Source: an optimization exercise on an open RTL-to-GDS flow (aim: small area and a short achievable clock period). Production flows keep margins and buffers that such runs may drop.
Function was checked by simulation only, so behaviour that the tests miss may differ from the original.
Power and IR drop assume default switching activity.

### flow/flow/run.sh
#!/bin/bash
# Own layout flow: the standard layout (standard.sh), with the slow
# complex cells (three- and four-high transistor stacks, 4:1 muxes, 4-input
# OR/NOR) also marked don't-use, so synthesis and timing repair build the
# read multiplexer from faster cells. Make's full output goes to
# make_finish.log in the work folder; ORFS keeps each step's log under
# orfs/logs.
set -euo pipefail
DONT_USE=" sky130_fd_sc_hd__probe_p_8 sky130_fd_sc_hd__probec_p_8 sky130_fd_sc_hd__lpflow_bleeder_1 sky130_fd_sc_hd__lpflow_clkbufkapwr_1 sky130_fd_sc_hd__lpflow_clkbufkapwr_16 sky130_fd_sc_hd__lpflow_clkbufkapwr_2 sky130_fd_sc_hd__lpflow_clkbufkapwr_4 sky130_fd_sc_hd__lpflow_clkbufkapwr_8 sky130_fd_sc_hd__lpflow_clkinvkapwr_1 sky130_fd_sc_hd__lpflow_clkinvkapwr_16 sky130_fd_sc_hd__lpflow_clkinvkapwr_2 sky130_fd_sc_hd__lpflow_clkinvkapwr_4 sky130_fd_sc_hd__lpflow_clkinvkapwr_8 sky130_fd_sc_hd__lpflow_decapkapwr_12 sky130_fd_sc_hd__lpflow_decapkapwr_3 sky130_fd_sc_hd__lpflow_decapkapwr_4 sky130_fd_sc_hd__lpflow_decapkapwr_6 sky130_fd_sc_hd__lpflow_decapkapwr_8 sky130_fd_sc_hd__lpflow_inputiso0n_1 sky130_fd_sc_hd__lpflow_inputiso0p_1 sky130_fd_sc_hd__lpflow_inputiso1n_1 sky130_fd_sc_hd__lpflow_inputiso1p_1 sky130_fd_sc_hd__lpflow_inputisolatch_1 sky130_fd_sc_hd__lpflow_isobufsrc_1 sky130_fd_sc_hd__lpflow_isobufsrc_16 sky130_fd_sc_hd__lpflow_isobufsrc_2 sky130_fd_sc_hd__lpflow_isobufsrc_4 sky130_fd_sc_hd__lpflow_isobufsrc_8 sky130_fd_sc_hd__lpflow_isobufsrckapwr_16 sky130_fd_sc_hd__lpflow_lsbuf_lh_hl_isowell_tap_1 sky130_fd_sc_hd__lpflow_lsbuf_lh_hl_isowell_tap_2 sky130_fd_sc_hd__lpflow_lsbuf_lh_hl_isowell_tap_4 sky130_fd_sc_hd__lpflow_lsbuf_lh_isowell_4 sky130_fd_sc_hd__lpflow_lsbuf_lh_isowell_tap_1 sky130_fd_sc_hd__lpflow_lsbuf_lh_isowell_tap_2 sky130_fd_sc_hd__lpflow_lsbuf_lh_isowell_tap_4  sky130_fd_sc_hd__a2111o_1 sky130_fd_sc_hd__a2111o_2 sky130_fd_sc_hd__a2111o_4 sky130_fd_sc_hd__a2111oi_0 sky130_fd_sc_hd__a2111oi_1 sky130_fd_sc_hd__a2111oi_2 sky130_fd_sc_hd__a2111oi_4 sky130_fd_sc_hd__a221o_1 sky130_fd_sc_hd__a221o_2 sky130_fd_sc_hd__a221o_4 sky130_fd_sc_hd__a221oi_1 sky130_fd_sc_hd__a221oi_2 sky130_fd_sc_hd__a221oi_4 sky130_fd_sc_hd__a222oi_1 sky130_fd_sc_hd__a2bb2o_1 sky130_fd_sc_hd__a2bb2o_2 sky130_fd_sc_hd__a2bb2o_4 sky130_fd_sc_hd__a311o_1 sky130_fd_sc_hd__a311o_2 sky130_fd_sc_hd__a311o_4 sky130_fd_sc_hd__a311oi_1 sky130_fd_sc_hd__a311oi_2 sky130_fd_sc_hd__a311oi_4 sky130_fd_sc_hd__a31o_1 sky130_fd_sc_hd__a31o_2 sky130_fd_sc_hd__a31o_4 sky130_fd_sc_hd__a31oi_1 sky130_fd_sc_hd__a31oi_2 sky130_fd_sc_hd__a31oi_4 sky130_fd_sc_hd__a32o_1 sky130_fd_sc_hd__a32o_2 sky130_fd_sc_hd__a32o_4 sky130_fd_sc_hd__a32oi_1 sky130_fd_sc_hd__a32oi_2 sky130_fd_sc_hd__a32oi_4 sky130_fd_sc_hd__a41o_1 sky130_fd_sc_hd__a41o_2 sky130_fd_sc_hd__a41o_4 sky130_fd_sc_hd__a41oi_1 sky130_fd_sc_hd__a41oi_2 sky130_fd_sc_hd__a41oi_4 sky130_fd_sc_hd__mux4_1 sky130_fd_sc_hd__mux4_2 sky130_fd_sc_hd__mux4_4 sky130_fd_sc_hd__nor4_1 sky130_fd_sc_hd__nor4_2 sky130_fd_sc_hd__nor4_4 sky130_fd_sc_hd__o2111a_1 sky130_fd_sc_hd__o2111a_2 sky130_fd_sc_hd__o2111a_4 sky130_fd_sc_hd__o2111ai_1 sky130_fd_sc_hd__o2111ai_2 sky130_fd_sc_hd__o2111ai_4 sky130_fd_sc_hd__o221a_1 sky130_fd_sc_hd__o221a_2 sky130_fd_sc_hd__o221a_4 sky130_fd_sc_hd__o221ai_1 sky130_fd_sc_hd__o221ai_2 sky130_fd_sc_hd__o221ai_4 sky130_fd_sc_hd__o2bb2a_1 sky130_fd_sc_hd__o2bb2a_2 sky130_fd_sc_hd__o2bb2a_4 sky130_fd_sc_hd__o311a_1 sky130_fd_sc_hd__o311a_2 sky130_fd_sc_hd__o311a_4 sky130_fd_sc_hd__o311ai_0 sky130_fd_sc_hd__o311ai_1 sky130_fd_sc_hd__o311ai_2 sky130_fd_sc_hd__o311ai_4 sky130_fd_sc_hd__o31a_1 sky130_fd_sc_hd__o31a_2 sky130_fd_sc_hd__o31a_4 sky130_fd_sc_hd__o31ai_1 sky130_fd_sc_hd__o31ai_2 sky130_fd_sc_hd__o31ai_4 sky130_fd_sc_hd__o32a_1 sky130_fd_sc_hd__o32a_2 sky130_fd_sc_hd__o32a_4 sky130_fd_sc_hd__o32ai_1 sky130_fd_sc_hd__o32ai_2 sky130_fd_sc_hd__o32ai_4 sky130_fd_sc_hd__o41a_1 sky130_fd_sc_hd__o41a_2 sky130_fd_sc_hd__o41a_4 sky130_fd_sc_hd__o41ai_1 sky130_fd_sc_hd__o41ai_2 sky130_fd_sc_hd__o41ai_4 sky130_fd_sc_hd__or4_1 sky130_fd_sc_hd__or4_2 sky130_fd_sc_hd__or4_4  sky130_fd_sc_hd__nor4b_1 sky130_fd_sc_hd__nor4b_2 sky130_fd_sc_hd__nor4b_4 sky130_fd_sc_hd__nor4bb_1 sky130_fd_sc_hd__nor4bb_2 sky130_fd_sc_hd__nor4bb_4 sky130_fd_sc_hd__or4b_1 sky130_fd_sc_hd__or4b_2 sky130_fd_sc_hd__or4b_4 sky130_fd_sc_hd__or4bb_1 sky130_fd_sc_hd__or4bb_2 sky130_fd_sc_hd__or4bb_4 "
bash standard.sh "DONT_USE_CELLS=$DONT_USE" finish > make_finish.log 2>&1
### flow/standard.sh
#!/bin/bash
# synth_recipe.tcl (not shown) runs the flow's synth.tcl, then flattens the netlist and writes it again
# the make line also repeats each setting of config.mk as NAME=value (left out here)
make -C /OpenROAD-flow-scripts/flow DESIGN_CONFIG=/design/flow/config.mk WORK_HOME=/design/flow/orfs CLKGATE_MAP_FILE= SYNTH_SCRIPT=/design/flow/synth_recipe.tcl "${@:-finish}"
### flow/config.mk
export PLATFORM = sky130hd
export DESIGN_NAME = apb_slave_mem_top
export DESIGN_NICKNAME = apb_slave_mem_top
export VERILOG_FILES = /design/flow/design.v
export SDC_FILE = /design/flow/constraint.sdc
export NUM_CORES = 4
export LEC_CHECK = 0
export CAP_MARGIN = 20
export CORE_MARGIN = 2
export CORE_UTILIZATION = 65
export CTS_CLUSTER_DIAMETER = 80
export CTS_CLUSTER_SIZE = 30
export SETUP_SLACK_MARGIN = 2.7
export SLEW_MARGIN = 20
export SYNTH_HIERARCHICAL = 1
### flow/constraint.sdc
create_clock -name core_clock -period 5.0 [get_ports {PCLK}]
set_input_delay 1.0000 -clock core_clock [delete_from_list [all_inputs] [get_ports {PCLK}]]
set_output_delay 1.0000 -clock core_clock [all_outputs]
set_load 0.01 [all_outputs]
### flow/design.v
module soc_riscv_apb_wait_gen (
  input  logic [32*16-1:0] w_n_i,
  output logic [15:0]      w_o
);
  always_comb begin
    w_o = '0;
    for (int i = 0; i < 32; i++) w_o = w_o | ~w_n_i[16*i +: 16];
  end
endmodule
module soc_riscv_apb_slave_mem (
  input  logic [1:0]  sel_i,
  input  logic [15:0] w0_i,
  input  logic [15:0] w1_i,
  output logic [15:0] w_n_o
);
  assign w_n_o = ~((w0_i & {16{sel_i[0]}}) | (w1_i & {16{sel_i[1]}}));
endmodule
module apb_slave_mem_top (
  input  logic        PCLK,
  input  logic        PRESET,
  input  logic        PSEL,
  input  logic        PENABLE,
  input  logic [2:0]  PPROT,
  input  logic        PWRITE,
  input  logic [1:0]  PSTRB,
  input  logic [9:0]  PADDR,
  input  logic [15:0] PWDATA,
  output logic [15:0] PRDATA,
  output logic        PREADY,
  output logic        PSLVERR
);
  logic ph1_q, ph2_q, ph3_q, busy_q;
  logic ready_q, slverr_q;
  logic accept, go_resp, bus_err, busy_d;
  logic [7:0] bus_ra, bus_rb;
  logic [7:0]  ra_q, rb_q;    
  logic [1:0]  slot_q;
  logic        err_q, write_q;
  logic [1:0]  strb_q;
  logic [15:0] wdata_q;
  logic        wpend_q, wpend_d, wfire_q, wfire_d;
  logic [1:0]  wslot_q, wslot_d;
  logic [7:0]  wra_q, wra_d, wfa_q, wrb0_q, wrb1_q;
  logic [15:0] wdat_q;
  logic [1:0]  rot_q;
  logic [15:0] s0_q [64], s1_q [64], s2_q [64], s3_q [64];
  logic [7:0]  nxt_ra, nxt_rb;
  logic [1:0]  nxt_slot;
  logic        nxt_hit, bus_hit;
  logic [7:0]  ra0_q, bus_ra0;
  logic        hit_q, rd_hit, rd_err;
  logic [15:0] rd_word, rhold_q, rdata_q;
  logic unused_pprot;
  assign unused_pprot = ^{PPROT[2], PPROT[0], PADDR[0]};
  assign accept  = !busy_q && PSEL && !PENABLE;
  assign go_resp = ph3_q && PSEL;
  assign busy_d  = accept || ((ph1_q || ph2_q) && PSEL);
  assign bus_err = PADDR[9] || (PADDR[8] && PPROT[1]);
  always_comb begin
    for (int i = 0; i < 8; i++) begin
      bus_ra[i] = (PADDR[5:3] == 3'(i));
      bus_rb[i] = (PADDR[8:6] == 3'(i));
    end
  end
  always_ff @(posedge PCLK or posedge PRESET) begin
    if (PRESET) begin
      ph1_q    <= 1'b0;
      ph2_q    <= 1'b0;
      ph3_q    <= 1'b0;
      busy_q   <= 1'b0;
      ready_q  <= 1'b0;
      slverr_q <= 1'b0;
    end else begin
      ph1_q    <= accept;
      ph2_q    <= ph1_q && PSEL;
      ph3_q    <= ph2_q && PSEL;
      busy_q   <= busy_d;
      ready_q  <= go_resp;
      slverr_q <= go_resp && err_q;
    end
  end
  assign nxt_ra   = busy_q ? ra_q : bus_ra;
  assign nxt_rb   = busy_q ? rb_q : bus_rb;
  assign nxt_slot = busy_q ? slot_q : PADDR[2:1];
  always_ff @(posedge PCLK) begin
    if (!busy_q) begin
      err_q   <= bus_err;
      write_q <= PWRITE;
      strb_q  <= PSTRB;
      wdata_q <= PWDATA;
    end
  end
  always_ff @(posedge PCLK) begin
    ra_q   <= nxt_ra;
    rb_q   <= nxt_rb;
    slot_q <= nxt_slot;
  end
  always_ff @(posedge PCLK) begin
    rot_q <= rot_q + 2'd1;
  end
  assign wpend_d = (go_resp && write_q && !err_q) || (wpend_q && !wfire_q);
  assign wslot_d = go_resp ? slot_q : wslot_q;
  assign wra_d   = go_resp ? ra_q : wra_q;
  assign wfire_d = wpend_d && (rot_q + 2'd2 == wslot_d);
  always_ff @(posedge PCLK) begin
    wpend_q <= wpend_d;
    wfire_q <= wfire_d;
    wslot_q <= wslot_d;
    wra_q   <= wra_d;
    wfa_q   <= wra_d & {8{wfire_d}};
  end
  always_ff @(posedge PCLK) begin
    if (go_resp) begin
      wrb0_q <= rb_q & {8{strb_q[0]}};
      wrb1_q <= rb_q & {8{strb_q[1]}};
      wdat_q <= wdata_q;
    end
  end
  always_ff @(posedge PCLK) begin
    for (int r = 0; r < 64; r++) begin
      s3_q[r] <= s0_q[r];
      s2_q[r] <= s3_q[r];
      s1_q[r] <= s2_q[r];
      s0_q[r] <= s1_q[r];
      if (wfa_q[r % 8] && wrb0_q[r / 8]) s0_q[r][7:0]  <= wdat_q[7:0];
      if (wfa_q[r % 8] && wrb1_q[r / 8]) s0_q[r][15:8] <= wdat_q[15:8];
    end
  end
  assign nxt_hit = (rot_q + 2'd1 == nxt_slot);
  assign bus_hit = !busy_q && (rot_q == PADDR[2:1]);
  assign bus_ra0 = bus_ra & {8{!busy_q}};
  assign rd_hit  = hit_q || bus_hit;
  assign rd_err  = busy_q ? err_q : bus_err;
  always_ff @(posedge PCLK) begin
    ra0_q <= nxt_ra & {8{busy_d}};
    hit_q <= nxt_hit && busy_d;
  end
  logic [63:0]      rd_sel;
  logic [32*16-1:0] rd_pair_n;
  always_comb begin
    for (int r = 0; r < 64; r++) begin
      rd_sel[r] = (ra0_q[r % 8] && rb_q[r / 8]) || (bus_ra0[r % 8] && bus_rb[r / 8]);
    end
  end
  for (genvar p = 0; p < 32; p++) begin : g_rd_pair
    soc_riscv_apb_slave_mem u_pair (
      .sel_i(rd_sel[2*p +: 2]),
      .w0_i (s0_q[2*p]),
      .w1_i (s0_q[2*p+1]),
      .w_n_o(rd_pair_n[16*p +: 16])
    );
  end
  soc_riscv_apb_wait_gen u_rd_or (
    .w_n_i(rd_pair_n),
    .w_o(rd_word)
  );
  always_ff @(posedge PCLK) begin
    rhold_q <= rd_hit ? (rd_err ? 16'h0000 : rd_word) : rdata_q;
    rdata_q <= rd_hit ? (rd_err ? 16'h0000 : rd_word) : rhold_q;
  end
  assign PREADY  = ready_q;
  assign PSLVERR = slverr_q;
  assign PRDATA  = rdata_q;
endmodule
==> summary.md, run 1 <==
| Metric | Value |
|---|---|
| Vias in the first global route | approximately 50000 |
| WL final | 220 mm |
| Flop pwr share | 68.3% |
| Main area contributors after synthesis | dfxtp_1 77%, mux2_2 11%, a22oi_2 3.3% |
| Final slew viol count | 0 |
| CP endpoint kind | flop |
| First-pass GRT wire length | approximately 320 mm |
| Synth Flop Type | dfxtp_1 |
| Clock buffer depth | 3 |
| EDFF count, synth | 59 |
| Hold Violations, Final | 0 |
| Net count, final | between 6000 and 7000 |
| Initial antenna violation count | 5 |
| Initial Util | 65.6% |
| CTS buffer count | between 150 and 200 |
| Mapped Area | 108000 um2 |
| Root Driver | clkbuf_16 |
| Vias after detailed routing | between 40000 and 50000 |
| Max-cap viol count | 0 |
| Via density | roughly 5.3 |
| P_int | just over 40 mW |
| Synthesized net count | between 6000 and 7000 |
| Hold-fix buffers, CTS | 0 |
| Endpoints failing setup | 0 |
| Pwr dens | between 400 and 500 nW/um2 |
| Clock Latency Late Sink | 840 ps |
| Layout fillers | ~11000 |
| First-pass iteration count of the detailed router | 5 |
| Class of the tightest hold or removal check | reg -> reg |
| Cell family with most CP delay | simple AND/OR/NAND/NOR gates |
| Input/output buffers | 50 |
| Count leader, synth | dfxtp_1 |
| Cells after Synth | 6709 |
| H-tree Lvls | 4 |
| Fraction of layout cells with a size suffix above 1 | between 20% and 30% |
| Worst slew margin | between 20% and 30% |
| Fmax | ~370 MHz |
| Core area | roughly 170000 um2 |
| Sw Pwr | 10.0 mW |
| Min cycle time layout | approximately 2700 ps |
| Num ports | 54 |
| TritonCTS Sinks | 4235 |
| FF-to-FF path depth | 11 |
| Worst-Margin Slew | about 1100 ps |
| Area delta synth->final | 8.84% |
| DRC | 0 |
| Storage element area | about 85000 um2 |
| Worst Skew | between 20 and 30 ps |
| Hold Worst Slack | roughly 320 ps |
| Post-synthesis register bit count | 4235 |
| Starting DRC count in detailed routing | roughly 3400 |
| Static Leak | around 48 nW |
| Area leader, netlist | dfxtp_1 |
| Worst path required time | ~5700 ps |
| Die width | 412 um |
| RSZ-0062 raised after global routing | yes |
| Worst path bufs/invs | 5 |
| Crit path max fanout | 8 |
| Core Util, Final | ~71% |
| Largest net degree at the start of global routing | 65 |
| Routability-driven placement congestion ratio | between 0.8 and 0.9 |
| Area occupied by multi-input gates | approximately 22000 um2 |
| Critical path data arrival time | 3430 ps |
| Final Cycle Share | 54.0% |
| Setup CP Type | in -> reg |
| Hold path depth | 0 |
| Post-detail-place hpwl | about 140 mm |
| CP peak stage delay | 370 ps |
| CTS tree | built |
| Worst path cell trace | clkdlybuf4s15_2 -> nor2b_2 -> nand2_4 -> buf_12 -> buf_6 -> o21ai_4 -> buf_12 -> buf_6 -> a22oi_2 -> nand4_1 -> nor2_4 -> nand4_1 -> a22o_1 |
| Worst path slowest cell | nor2_4 |
| Remaining global-route overflow | 0 |
| Sequential area share after synthesis | between 70 and 80% |
| Wire length per cell | 24.1 um |
| FFs w/ async S/R, synth | less than 1% |
| Synthesized area per cell | roughly 16 um2 |
| Setup TNS | 0 ps |
| Cell variety after synth | 40 |
| Commonest cells post-synth | 4170 x dfxtp_1, 1032 x mux2_2, 288 x a22oi_2, 226 x nand2_1, 192 x a22oi_1 |
| Synthesis Warnings | 16 |
| Clock transition at the registers of the reported paths | about 110 ps |
| Die area | 170000 um2 |
| Clock power frac | between 30% and 40% |
| Number of cells on the critical path | 13 |
| Site Rows | between 100 and 150 |
| Switching share of power | between 10% and 20% |
| Status | no timing/DRC/antenna violations |
| GR Util All Layers | between 20% and 30% |
| Die span in y | around 400 um |
| Post-route ant nets | 0 |
| Comb power frac | 1.3% |
| Peak VDD IR | slightly below 0.0004 V |
| Synth top area share | between 70% and 80% |
| Crit start category | input pin |
==> final timing paths <==
kind                                  from    endpoint  slack [ps]
worst max-delay path              PADDR[4]  rhold_q[1]        2300
worst min-delay path            s2_q[4][2]  s1_q[4][2]         320
worst max register to register      busy_q  rdata_q[8]        2320
worst min register to register  s2_q[4][2]  s1_q[4][2]         320
max in group asynchronous           PRESET      busy_q        4450
min in group asynchronous           PRESET       ph1_q         350
==> final cells by class <==
cell class | count | area share [%]
inverters | 17 | 0.0616
flip-flops and latches | 4235 | 72.5
clock inverters | 2 | 0.0180
repair buffers | 354 | 3.23
well taps | 2189 | 2.32
clock buffers | 187 | 3.52
diodes | 3 | 0.00637
multi-input cells | 2155 | 18.3
==> sequential cells by signal, indices dropped and copies added (netlist names), 8 cells and up <==
signal,flops
rb_q,8
wfa_q,8
s0_q,1024
s1_q,1024
wra_q,8
s2_q,1024
wdat_q,16
rhold_q,16
ra0_q,8
rdata_q,16
wdata_q,16
ra_q,8
wrb0_q,8
wrb1_q,8
s3_q,1024
==> cell families after synthesis <==
group	after synthesis	synth area share, %
flops	4235	78.8
mux	1034	10.8
compound gates	627	5.96
buf+inv	320	2.29
simple gates	489	2.13
xor+xnor	4	0.0323
==> cell usage in the layout, fill, tap and decap left out, drive strengths merged, types with 26 or more instances in the layout <==
cell and instances:
clkbuf 188, mux2 1033, dfxtp 4170, buf 322
nand4 144, o21ai 66, a22o 32, edfxtp 59
nor2 77, nand2 226, clkdlybuf4s50 26, a22oi 512
==> worst reg2reg max path: cells and delay by family (launching register included) <==
| kind | cells | cell delay, ps |
|---|---|---|
| buffers and inverters | 3 | 490 |
| AOI/OAI and AO/OA | 3 | 540 |
| and+or+nand+nor | 5 | 1030 |
| DFF | 1 | 500 |
==> modules after synthesis (local to each module, per instance) <==
module | cells inside | cell area (um2) | times used
soc_riscv_apb_slave_mem | 20 | 233 | 32
apb_slave_mem_top | 5861 | 99700 | 1
soc_riscv_apb_wait_gen | 208 | 1140 | 1
==> timing repair <==
| action | in CTS | in global routing |
|---|---|---|
| setup endpoints to repair | 118 | 54 |
| resized for setup | 360 | 39 |
| buffers inserted | 93 | 70 |
| gates cloned | 2 | 0 |
| pin swaps | 128 | 77 |
==> power groups by stage <==
stage | clock [mW] | sequential (mW) | combinational, mW
after floorplan | 0 | 35.2 | 0.404
after global placement | 0 | 35.3 | 0.550
after detailed placement | 0 | 35.4 | 0.562
after CTS | 15.6 | 34.6 | 0.648
after global routing | 16.8 | 34.6 | 0.717
final | 15.4 | 34.6 | 0.681
==> layer usage <==
layer / track usage [%] / vias up / part of all wire (%)
met5: 0 / - / 0.021
met4: 6.82 / 6 / 2.6
met3: 3.69 / 280 / 4.3
met2: 40.1 / 825 / 45
met1: 38.0 / 24500 / 48
li1: - / 23200 / -
==> through the flow <==
stage / instance area, um2 / setup slack, ps / total power [mW] / instances
4_1_cts: 117000 / 2400 / 50.9 / 9068
5_1_grt: 118000 / 2250 / 52.2 / 9139
6_report: 118000 / 2300 / 50.6 / 9142
3_5_place_dp: 111000 / 322 / 35.9 / 8784
3_3_place_gp: 111000 / 347 / 35.9 / 8783
2_1_floorplan: 109000 / 2460 / 35.6 / 6709
==> run 2: changes to the inputs <==
--- a/flow/config.mk
+++ b/flow/config.mk
@@ -12,3 +12,3 @@
 export CTS_CLUSTER_SIZE = 30
-export SETUP_SLACK_MARGIN = 2.7
+export SETUP_SLACK_MARGIN = 3.0
 export SLEW_MARGIN = 20
==> run 2 against run 1 <==
- count of clock-buffer cells in the layout up 9
- routed wire length down 1.5%
- area after synthesis unchanged
- clock skew down 3.9 ps
- worst hold slack better by 3.6 ps
- die area unchanged
- global-route usage down 0.32 points
- critical path depth down 2
- sequential power about the same
- first-iteration DRC count down 7.2%
- largest cell class unchanged
- largest power group unchanged
==> summary.md, run 2 <==
| Metric | Value |
|---|---|
| Initial Util | 65.6% (unchanged) |
| Vias after detailed routing | 48400 (-0.77%) |
| Max-cap viol count | 0 (unchanged) |
| FFs w/ async S/R, synth | 0.142% (unchanged) |
| Endpoints failing setup | 0 (unchanged) |
| Synthesized net count | 6745 (unchanged) |
| Die area | 170000 um2 (unchanged) |
| Mapped Area | 108000 um2 (unchanged) |
| Synth Flop Type | dfxtp_1 |
| First-pass GRT wire length | 320 mm (-0.85%) |
| Worst path slowest cell | nor2_4 |
| Via density | 5.33 (-0.22%) |
| Critical path data arrival time | 3380 ps (-50 ps) |
| Crit start category | input pin |
| Hold Violations, Final | 0 (unchanged) |
| H-tree Lvls | 4 (unchanged) |
| Pre-CTS setup slack | 379 ps (+57.3 ps) |
| Die width | 412 um (unchanged) |
| Compound-Gate Fraction of Synth Area | 5.96% (unchanged) |
| Commonest cells post-synth | 4170 x dfxtp_1, 1032 x mux2_2, 288 x a22oi_2, 226 x nand2_1, 192 x a22oi_1 |
| Post-synthesis register bit count | 4235 (unchanged) |
| Setup CP Type | in -> reg |
| TritonCTS Sinks | 4235 (unchanged) |
| Largest net degree at the start of global routing | 65 (unchanged) |
| Worst-Margin Slew | 1100 ps (-46.0 ps) |
| Worst slew margin | 26.6% (+3.1 points) |
| Most common library cell in the layout ignoring fill and taps | dfxtp_1 |
| Starting DRC count in detailed routing | 3163 (-7.2%) |
| Area share of fa/ha/maj cells after synthesis | 0% (unchanged) |
| Post-detail-place hpwl | 134 mm (-1.4%) |
| Flop pwr share | 67.8% (-0.5 points) |
| Sw Pwr | 10.1 mW (+0.44%) |
| RSZ-0062 raised after global routing | yes |
| Synthesized area per cell | 16.1 um2 (unchanged) |
| Clock Latency Late Sink | 840 ps (about the same) |
| Final Cycle Share | 52.8% (-1.3 points) |
| Hold-fix buffers, CTS | 0 (unchanged) |
| Main area contributors after synthesis | dfxtp_1 77%, mux2_2 11%, a22oi_2 3.3% |
| Remaining global-route overflow | 0 (unchanged) |
| Initial antenna violation count | 13 (+8) |
| Post-route ant nets | 0 (unchanged) |
| Count leader, synth | dfxtp_1 |
| Comb power frac | 1.3% (about the same) |
| Wire length per cell | 23.8 um (-0.97%) |
| CP peak stage delay | 410 ps (+40 ps) |
| CTS tree | built |
| Class of the tightest hold or removal check | reg -> reg |
| DRC | 0 (unchanged) |
| Switching share of power | 19.8% (-0.054 points) |
| Sequential area share after synthesis | 78.8% (unchanged) |
| Worst Skew | 21.5 ps (-3.93 ps) |
| Site Rows | 149 (unchanged) |
| R2r setup slk | 2370 ps (+50 ps) |
| Worst path required time | 5740 ps (about the same) |
| Num ports | 54 (unchanged) |
| Status | no timing/DRC/antenna violations |
| Root Driver | clkbuf_16 |
| CP endpoint kind | flop |
| Pwr dens | 434 nW/um2 (+1.1%) |
| Fraction of layout cells with a size suffix above 1 | 29.2% (-0.43 points) |
| Min cycle time layout | 2640 ps (-63.9 ps) |
| Input/output buffers | 50 (unchanged) |
| Area delta synth->final | 8.40% |
| GR Util All Layers | 25.4% (-0.32 points) |
| Fmax | 379 MHz (+2.4%) |
| Clock power frac | 30.9% (+0.6 points) |
| Layout fillers | 11100 (+1.2%) |
| P_int | 40.9 mW (+0.79%) |
| Static Leak | 47.4 nW (-0.57%) |
| Most frequent cells in the layout | 4143 x dfxtp_1, 1032 x mux2_2, 333 x a22oi_2 |
| Cells after Synth | 6709 (unchanged) |
| Vias in the first global route | 49300 (+0.055%) |
| CTS buffer count | 159 (unchanged) |
| Synthesis Warnings | 16 (unchanged) |
| Crit path max fanout | 16 (+8) |
| Worst path cell trace | clkdlybuf4s15_2 -> nor2b_4 -> nand3_4 -> buf_12 -> o21ai_4 -> buf_8 -> a22oi_2 -> nand4_1 -> nor2_4 -> nand4_1 -> a22o_1 |
| Net count, final | 6895 (-0.91%) |
| Mux cell area share after synthesis | 10.8% (unchanged) |
| Area leader, netlist | dfxtp_1 |
| Setup TNS | 0 ps (unchanged) |
| First-pass iteration count of the detailed router | 5 (unchanged) |
| Area share of and/or/nand/nor cells after synthesis | 2.13% (unchanged) |
| Core area | 165000 um2 (unchanged) |
| Clock buffer depth | 3 (unchanged) |
| Final setup margin | 2360 ps (+63.9 ps) |
| Clock transition at the registers of the reported paths | 110 ps (about the same) |
| Cell variety after synth | 40 (unchanged) |
| Synth Area in XOR/XNOR | 0.0323% (unchanged) |
| EDFF count, synth | 59 (unchanged) |
| Die span in y | 412 um (unchanged) |
| Hold Worst Slack | 319 ps (+3.59 ps) |
| Routability-driven placement congestion ratio | 0.831 (+3.2%) |
| Most frequent CP cell | nand4_1 |
| Final slew viol count | 0 (unchanged) |
| Peak VDD IR | 0.000383 V (-1.7%) |
| Synth top area share | 77.1% (unchanged) |
| Combinational family with the most area after synthesis | multiplexers |
| WL final | 217 mm (-1.5%) |
run 2: changes by cell type in the layout (fill, tap and decap cells not counted), moves of 6 or more:
cell / delta
buf_4: -43
buf_12: -18
nand2_2: +14
nand2_1: -12
clkbuf_16: +10
dfxtp_2: +9
nor2_4: -7
dfxtp_4: -6
nor2_1: +6
run 2: timing repair:
action	in CTS	in global routing
pin swaps	104	69
setup endpoints to repair	546	96
endpoints found under the hold margin	0	0
gates cloned	5	1
buffers inserted	78	36
gates resized for setup	359	46
run 2: cell families (layout without fill, tap and decap cells):
group / after synthesis / count (layout)
mux: 1034 / 1034
other cells: 0 / 4
simple gates: 489 / 489
flops: 4235 / 4235
buf+inv: 320 / 510
compound gates: 627 / 627
xor+xnor: 4 / 4
run 2: path summary, 6_finish.rpt:
path	depth (start not counted)	startpoint	endpoint
worst max-delay path	11	PADDR[3]	rhold_q[13]
worst min-delay path	0	s2_q[35][14]	s1_q[35][14]
worst max register to register	11	busy_q	rhold_q[3]
worst min register to register	0	s2_q[35][14]	s1_q[35][14]
max in group asynchronous	2	PRESET	busy_q
min in group asynchronous	2	PRESET	ready_q
run 2: area by class of cell:
class	instances	area, um2	share of cell area (%)
tap	2189	2740	2.33
clock buffer	196	4390	3.74
clock inverter	5	50.0	0.0426
timing repair buffer	292	3130	2.66
inverter	17	67.6	0.0575
antenna	4	10.0	0.00852
multi-input combinational	2154	21600	18.4
sequential	4235	85500	72.8
run 2: power groups by stage:
stage / logic [mW] / clock network, mW / registers, mW
floorplan: 0.405 / 0 / 35.2
global placement: 0.548 / 0 / 35.3
detailed placement: 0.558 / 0 / 35.3
CTS: 0.641 / 16.1 / 34.6
global route: 0.696 / 17.2 / 34.6
finish: 0.658 / 15.8 / 34.6
run 2: metrics by stage:
| step | cells | util (%) | total power, mW | instance area (um2) |
|---|---|---|---|---|
| after floorplan | 6709 | - | 35.6 | 109000 |
| after global placement | 8767 | 66.9 | 35.9 | 111000 |
| after detailed placement | 8767 | 66.9 | 35.9 | 111000 |
| after CTS | 9051 | 70.8 | 51.3 | 117000 |
| after global routing | 9088 | 71.1 | 52.6 | 117000 |
| final | 9092 | 71.1 | 51.0 | 117000 |
run 2: modules after synthesis (local to each module, per instance):
module                   area [um2]  cells  flip-flops and latches
soc_riscv_apb_wait_gen         1140    208                       0
soc_riscv_apb_slave_mem         233     20                       0
apb_slave_mem_top             99700   5861                    4235
run 2: critical path, delay by kind of cell:
| family | cells | cell delay [ps] |
|---|---|---|
| AOI/OAI and AO/OA | 3 | 450 |
| buffers and inverters | 3 | 590 |
| and+or+nand+nor | 5 | 1310 |
run 2: metal layers:
metal  part of all wire, %  track usage [%]  vias to the layer above  wire length, um
met4                   2.8             7.93                        2             5990
li1                      -                -                    23000                -
met1                    48             37.3                    24300           105000
met3                   4.3             3.84                      267             9360
met2                    45             39.2                      823            96900
met5                0.0055                0                        -               12
==> run 3: changes to the inputs <==
==> flow/flow/run.sh (replaced) <==
#!/bin/bash
# Own layout flow: the standard layout (standard.sh), with the slow
# complex cells (three- and four-high transistor stacks, 4:1 muxes, 4-input
# OR/NOR) also marked don't-use, so synthesis and timing repair build the
# read multiplexer from faster cells, and with timing repair free to resize a
# cell to one of another width (MATCH_CELL_FOOTPRINT 0, which the platform
# sets to 1). Make's full output goes to
# make_finish.log in the work folder; ORFS keeps each step's log under
# orfs/logs.
set -euo pipefail
DONT_USE=" sky130_fd_sc_hd__probe_p_8 sky130_fd_sc_hd__probec_p_8 sky130_fd_sc_hd__lpflow_bleeder_1 sky130_fd_sc_hd__lpflow_clkbufkapwr_1 sky130_fd_sc_hd__lpflow_clkbufkapwr_16 sky130_fd_sc_hd__lpflow_clkbufkapwr_2 sky130_fd_sc_hd__lpflow_clkbufkapwr_4 sky130_fd_sc_hd__lpflow_clkbufkapwr_8 sky130_fd_sc_hd__lpflow_clkinvkapwr_1 sky130_fd_sc_hd__lpflow_clkinvkapwr_16 sky130_fd_sc_hd__lpflow_clkinvkapwr_2 sky130_fd_sc_hd__lpflow_clkinvkapwr_4 sky130_fd_sc_hd__lpflow_clkinvkapwr_8 sky130_fd_sc_hd__lpflow_decapkapwr_12 sky130_fd_sc_hd__lpflow_decapkapwr_3 sky130_fd_sc_hd__lpflow_decapkapwr_4 sky130_fd_sc_hd__lpflow_decapkapwr_6 sky130_fd_sc_hd__lpflow_decapkapwr_8 sky130_fd_sc_hd__lpflow_inputiso0n_1 sky130_fd_sc_hd__lpflow_inputiso0p_1 sky130_fd_sc_hd__lpflow_inputiso1n_1 sky130_fd_sc_hd__lpflow_inputiso1p_1 sky130_fd_sc_hd__lpflow_inputisolatch_1 sky130_fd_sc_hd__lpflow_isobufsrc_1 sky130_fd_sc_hd__lpflow_isobufsrc_16 sky130_fd_sc_hd__lpflow_isobufsrc_2 sky130_fd_sc_hd__lpflow_isobufsrc_4 sky130_fd_sc_hd__lpflow_isobufsrc_8 sky130_fd_sc_hd__lpflow_isobufsrckapwr_16 sky130_fd_sc_hd__lpflow_lsbuf_lh_hl_isowell_tap_1 sky130_fd_sc_hd__lpflow_lsbuf_lh_hl_isowell_tap_2 sky130_fd_sc_hd__lpflow_lsbuf_lh_hl_isowell_tap_4 sky130_fd_sc_hd__lpflow_lsbuf_lh_isowell_4 sky130_fd_sc_hd__lpflow_lsbuf_lh_isowell_tap_1 sky130_fd_sc_hd__lpflow_lsbuf_lh_isowell_tap_2 sky130_fd_sc_hd__lpflow_lsbuf_lh_isowell_tap_4  sky130_fd_sc_hd__a2111o_1 sky130_fd_sc_hd__a2111o_2 sky130_fd_sc_hd__a2111o_4 sky130_fd_sc_hd__a2111oi_0 sky130_fd_sc_hd__a2111oi_1 sky130_fd_sc_hd__a2111oi_2 sky130_fd_sc_hd__a2111oi_4 sky130_fd_sc_hd__a221o_1 sky130_fd_sc_hd__a221o_2 sky130_fd_sc_hd__a221o_4 sky130_fd_sc_hd__a221oi_1 sky130_fd_sc_hd__a221oi_2 sky130_fd_sc_hd__a221oi_4 sky130_fd_sc_hd__a222oi_1 sky130_fd_sc_hd__a2bb2o_1 sky130_fd_sc_hd__a2bb2o_2 sky130_fd_sc_hd__a2bb2o_4 sky130_fd_sc_hd__a311o_1 sky130_fd_sc_hd__a311o_2 sky130_fd_sc_hd__a311o_4 sky130_fd_sc_hd__a311oi_1 sky130_fd_sc_hd__a311oi_2 sky130_fd_sc_hd__a311oi_4 sky130_fd_sc_hd__a31o_1 sky130_fd_sc_hd__a31o_2 sky130_fd_sc_hd__a31o_4 sky130_fd_sc_hd__a31oi_1 sky130_fd_sc_hd__a31oi_2 sky130_fd_sc_hd__a31oi_4 sky130_fd_sc_hd__a32o_1 sky130_fd_sc_hd__a32o_2 sky130_fd_sc_hd__a32o_4 sky130_fd_sc_hd__a32oi_1 sky130_fd_sc_hd__a32oi_2 sky130_fd_sc_hd__a32oi_4 sky130_fd_sc_hd__a41o_1 sky130_fd_sc_hd__a41o_2 sky130_fd_sc_hd__a41o_4 sky130_fd_sc_hd__a41oi_1 sky130_fd_sc_hd__a41oi_2 sky130_fd_sc_hd__a41oi_4 sky130_fd_sc_hd__mux4_1 sky130_fd_sc_hd__mux4_2 sky130_fd_sc_hd__mux4_4 sky130_fd_sc_hd__nor4_1 sky130_fd_sc_hd__nor4_2 sky130_fd_sc_hd__nor4_4 sky130_fd_sc_hd__o2111a_1 sky130_fd_sc_hd__o2111a_2 sky130_fd_sc_hd__o2111a_4 sky130_fd_sc_hd__o2111ai_1 sky130_fd_sc_hd__o2111ai_2 sky130_fd_sc_hd__o2111ai_4 sky130_fd_sc_hd__o221a_1 sky130_fd_sc_hd__o221a_2 sky130_fd_sc_hd__o221a_4 sky130_fd_sc_hd__o221ai_1 sky130_fd_sc_hd__o221ai_2 sky130_fd_sc_hd__o221ai_4 sky130_fd_sc_hd__o2bb2a_1 sky130_fd_sc_hd__o2bb2a_2 sky130_fd_sc_hd__o2bb2a_4 sky130_fd_sc_hd__o311a_1 sky130_fd_sc_hd__o311a_2 sky130_fd_sc_hd__o311a_4 sky130_fd_sc_hd__o311ai_0 sky130_fd_sc_hd__o311ai_1 sky130_fd_sc_hd__o311ai_2 sky130_fd_sc_hd__o311ai_4 sky130_fd_sc_hd__o31a_1 sky130_fd_sc_hd__o31a_2 sky130_fd_sc_hd__o31a_4 sky130_fd_sc_hd__o31ai_1 sky130_fd_sc_hd__o31ai_2 sky130_fd_sc_hd__o31ai_4 sky130_fd_sc_hd__o32a_1 sky130_fd_sc_hd__o32a_2 sky130_fd_sc_hd__o32a_4 sky130_fd_sc_hd__o32ai_1 sky130_fd_sc_hd__o32ai_2 sky130_fd_sc_hd__o32ai_4 sky130_fd_sc_hd__o41a_1 sky130_fd_sc_hd__o41a_2 sky130_fd_sc_hd__o41a_4 sky130_fd_sc_hd__o41ai_1 sky130_fd_sc_hd__o41ai_2 sky130_fd_sc_hd__o41ai_4 sky130_fd_sc_hd__or4_1 sky130_fd_sc_hd__or4_2 sky130_fd_sc_hd__or4_4  sky130_fd_sc_hd__nor4b_1 sky130_fd_sc_hd__nor4b_2 sky130_fd_sc_hd__nor4b_4 sky130_fd_sc_hd__nor4bb_1 sky130_fd_sc_hd__nor4bb_2 sky130_fd_sc_hd__nor4bb_4 sky130_fd_sc_hd__or4b_1 sky130_fd_sc_hd__or4b_2 sky130_fd_sc_hd__or4b_4 sky130_fd_sc_hd__or4bb_1 sky130_fd_sc_hd__or4bb_2 sky130_fd_sc_hd__or4bb_4 "
bash standard.sh "DONT_USE_CELLS=$DONT_USE" MATCH_CELL_FOOTPRINT=0 finish > make_finish.log 2>&1
--- a/flow/config.mk
+++ b/flow/config.mk
@@ -12,3 +12,3 @@
 export CTS_CLUSTER_SIZE = 30
-export SETUP_SLACK_MARGIN = 3.0
+export SETUP_SLACK_MARGIN = 2.7
 export SLEW_MARGIN = 20
==> run 3 against run 2 <==
- core utilization is 0.33 points higher
- sequential power hardly changed
- cell count is 0.41% higher
- synthesized cell count stayed put
- setup slack worse by 190 ps
- critical endpoint is now rdata_q[9]
- largest cell class unchanged
- highest routed layer unchanged
==> summary.md, run 3 <==
| Metric | Value |
|---|---|
| Status | no timing/DRC/antenna violations |
| Clock power frac | 30.9% (about the same) |
| Critical path data arrival time | 3570 ps (+190 ps) |
| Routability-driven placement congestion ratio | 0.814 (-2.0%) |
| Wire length per cell | 24.5 um (+2.6%) |
| Area occupied by multi-input gates | 21700 um2 (+0.64%) |
| Worst path required time | 5750 ps (about the same) |
| P_int | 40.9 mW (about the same) |
| Starting DRC count in detailed routing | 3098 (-2.1%) |
| CP endpoint kind | flop |
| TritonCTS Sinks | 4235 (unchanged) |
| WL final | 223 mm (+3.0%) |
| Crit path max fanout | 8 (-8) |
| Most frequent CP cell | buf_12 |
| Worst slew margin | 26.6% (+0.060 points) |
| Final setup margin | 2180 ps (-186 ps) |
| Cells after Synth | 6709 (unchanged) |
| FFs w/ async S/R, synth | 0.142% (unchanged) |
| CTS tree | built |
| Largest net degree at the start of global routing | 65 (unchanged) |
| Setup TNS | 0 ps (unchanged) |
| Final slew viol count | 0 (unchanged) |
| GR Util All Layers | 26.2% (+0.73 points) |
| Synth top area share | 77.1% (unchanged) |
| EDFF count, synth | 59 (unchanged) |
| Initial antenna violation count | 12 (-1) |
| DRC | 0 (unchanged) |
| Clock buffer depth | 3 (unchanged) |
| Hold-fix buffers, CTS | 0 (unchanged) |
| Min cycle time layout | 2820 ps (+186 ps) |
| Commonest cells post-synth | 4170 x dfxtp_1, 1032 x mux2_2, 288 x a22oi_2, 226 x nand2_1, 192 x a22oi_1 |
| Hold Violations, Final | 0 (unchanged) |
| Static Leak | 47.6 nW (+0.45%) |
| Main area contributors after synthesis | dfxtp_1 77%, mux2_2 11%, a22oi_2 3.3% |
| Net count, final | 6925 (+0.44%) |
| H-tree Lvls | 4 (unchanged) |
| Max-cap viol count | 0 (unchanged) |
| Remaining global-route overflow | 0 (unchanged) |
| Count leader, synth | dfxtp_1 |
| Switching share of power | 19.9% (+0.063 points) |
| RSZ-0062 raised after global routing | yes |
| Fmax | 354 MHz (-6.6%) |
| Synth Flop Type | dfxtp_1 |
| Die width | 412 um (unchanged) |
| Area delta synth->final | 8.91% |
| Die area | 170000 um2 (unchanged) |
| Mapped Area | 108000 um2 (unchanged) |
| Clock transition at the registers of the reported paths | 120 ps (about the same) |
| Most frequent cells in the layout | 4146 x dfxtp_1, 1032 x mux2_2, 326 x a22oi_2 |
| Peak VDD IR | 0.000434 V (+13%) |
| Clock Latency Late Sink | 860 ps (+20 ps) |
| Flop pwr share | 67.7% (about the same) |
| Cell variety after synth | 40 (unchanged) |
| Post-route ant nets | 0 (unchanged) |
| Die span in y | 412 um (unchanged) |
| Synthesized net count | 6745 (unchanged) |
| First-pass GRT wire length | 327 mm (+2.1%) |
| Vias in the first global route | 49400 (+0.097%) |
| Core area | 165000 um2 (unchanged) |
| Storage element area | 85500 um2 (about the same) |
| Worst Skew | 29.1 ps (+7.50 ps) |
| First-pass iteration count of the detailed router | 5 (unchanged) |
| Layout fillers | 11000 (-0.98%) |
| Site Rows | 149 (unchanged) |
| Pre-CTS setup slack | 378 ps (-0.721 ps) |
| Sw Pwr | 10.1 mW (+0.50%) |
| Initial Util | 65.6% (unchanged) |
| Worst path slowest cell | nand4_1 |
| Post-detail-place hpwl | 136 mm (+1.4%) |
| Synthesis Warnings | 16 (unchanged) |
| Crit start category | flop |
| Sequential area share after synthesis | 78.8% (unchanged) |
| Pwr dens | 433 nW/um2 (-0.29%) |
| Fraction of layout cells with a size suffix above 1 | 29.3% (+0.10 points) |
| Final Cycle Share | 56.5% (+3.7 points) |
| R2r setup slk | 2180 ps (-190 ps) |
| Setup CP Type | reg -> reg |
| Input/output buffers | 50 (unchanged) |
| Comb power frac | 1.4% (about the same) |
| Synthesized area per cell | 16.1 um2 (unchanged) |
| Vias after detailed routing | 49000 (+1.1%) |
| Worst path cell trace | buf_12 -> nor2b_4 -> buf_12 -> nand3_4 -> buf_6 -> o21ai_4 -> buf_12 -> buf_12 -> a22oi_2 -> nand4_1 -> nor2_4 -> nand4_1 -> a22o_1 |
| Class of the tightest hold or removal check | reg -> reg |
| Via density | 5.36 (+0.70%) |
| Post-synthesis register bit count | 4235 (unchanged) |
| Area leader, netlist | dfxtp_1 |
| Root Driver | clkbuf_16 |
| CTS buffer count | 159 (unchanged) |
| Num ports | 54 (unchanged) |
| Most common library cell in the layout ignoring fill and taps | dfxtp_1 |
| Hold Worst Slack | 313 ps (-6.42 ps) |
| Worst-Margin Slew | 1100 ps (-0.896 ps) |
| Endpoints failing setup | 0 (unchanged) |
| CP peak stage delay | 450 ps (+40 ps) |
==> run 3: cell type report <==
cell class	instances	share of cell area, %
Timing Repair Buffer	319	2.95
Multi-Input combinational cell	2157	18.4
Inverter	17	0.0573
Tap cell	2189	2.32
Antenna cell	7	0.0148
Clock buffer	200	3.75
Clock inverter	5	0.0424
Sequential cell	4235	72.5
==> run 3: cells by family after synthesis <==
kind of cell / share of synthesized area [%]
muxes: 10.8
buffers and inverters: 2.29
and+or+nand+nor: 2.13
xor gates and xnor gates: 0.0323
AOI/OAI and AO/OA: 5.96
DFF: 78.8
==> run 3: final timing paths <==
kind,start,to,cells after the start
worst max register to register,busy_q,rdata_q[9],13
worst min-delay path,s2_q[9][11],s1_q[9][11],0
min in group asynchronous,PRESET,ph2_q,2
worst min register to register,s2_q[9][11],s1_q[9][11],0
worst max-delay path,busy_q,rdata_q[9],13
max in group asynchronous,PRESET,busy_q,2
==> run 3: power groups by stage <==
stage               combinational, mW  sequential [mW]  clock (mW)
finish                          0.694             34.6        15.8
CTS                             0.677             34.6        16.1
global route                    0.728             34.6        17.2
detailed placement              0.557             35.4           0
global placement                0.546             35.3           0
floorplan                       0.404             35.2           0
==> run 3: what timing repair did <==
item,in CTS,in global routing
gates resized for setup,331,24
gates cloned,6,2
buffers inserted,109,20
setup endpoints to repair,218,71
pin swaps,124,62
==> run 3: stage by stage <==
step	util, %	total power, mW	cells	cell area, um2
final	71.4	51.1	9129	118000
after detailed placement	67.0	35.9	8780	111000
after floorplan	-	35.6	6709	109000
after global placement	67.0	35.9	8780	111000
after CTS	71.2	51.3	9100	118000
after global routing	71.4	52.6	9122	118000
==> run 3: critical path: cells and delay by family (launching register included) <==
family | cells | cell delay [ps]
compound gates | 3 | 380
buf+inv | 5 | 710
flops | 1 | 430
simple gates | 5 | 1190
==> run 3: per-module statistics from Yosys (local to each module, per instance) <==
module                   cell area (um2)  flip-flops and latches  copies in the design  cells inside
apb_slave_mem_top                  99700                    4235                     1          5861
soc_riscv_apb_slave_mem              233                       0                    32            20
soc_riscv_apb_wait_gen              1140                       0                     1           208
==> run 3: metal layers <==
layer / global-route usage, % / up-vias / share of wire [%]
li1: - / 23100 / -
met1: 38.6 / 24700 / 48
met2: 40.3 / 850 / 44
met3: 3.38 / 303 / 3.9
met4: 8.39 / 2 / 3.2
met5: 0 / - / 0.0058

## separate check: timing with driven ports
The results above use ideal ports. As a check the final layouts listed here were re-extracted and re-timed, cells and wires unchanged. Step 1 (the two cells are an assumption about what drives the block):
set clk [get_ports {PCLK}]
set_driving_cell -lib_cell sky130_fd_sc_hd__clkbuf_16 $clk
set_driving_cell -lib_cell sky130_fd_sc_hd__buf_2 [delete_from_list [all_inputs] $clk]
Step 2 moves the port delays by t, midway between the first and last clock arrival at a register: inputs arrive t later, outputs are due t later. That takes back most of the time a late clock gives input paths. Three values: no drivers, after step 1, after step 2; two values: the first two.
run | t (ns) | setup slack, ns | slew at the worst register clock pin (ns)
run 1 | 0.911 | 2.298 / 2.301 / 1.389 | 0.12 / 0.12
run 2 | 0.907 | 2.362 / 2.314 / 1.407 | 0.12 / 0.12
run 3 | 0.936 | 2.176 / 2.176 / 1.333 | 0.12 / 0.12
After both steps every run listed still meets setup and hold. The setup slack of run 2, which loses most, moves by -0.048 ns with the drivers and by -0.955 ns with both steps.
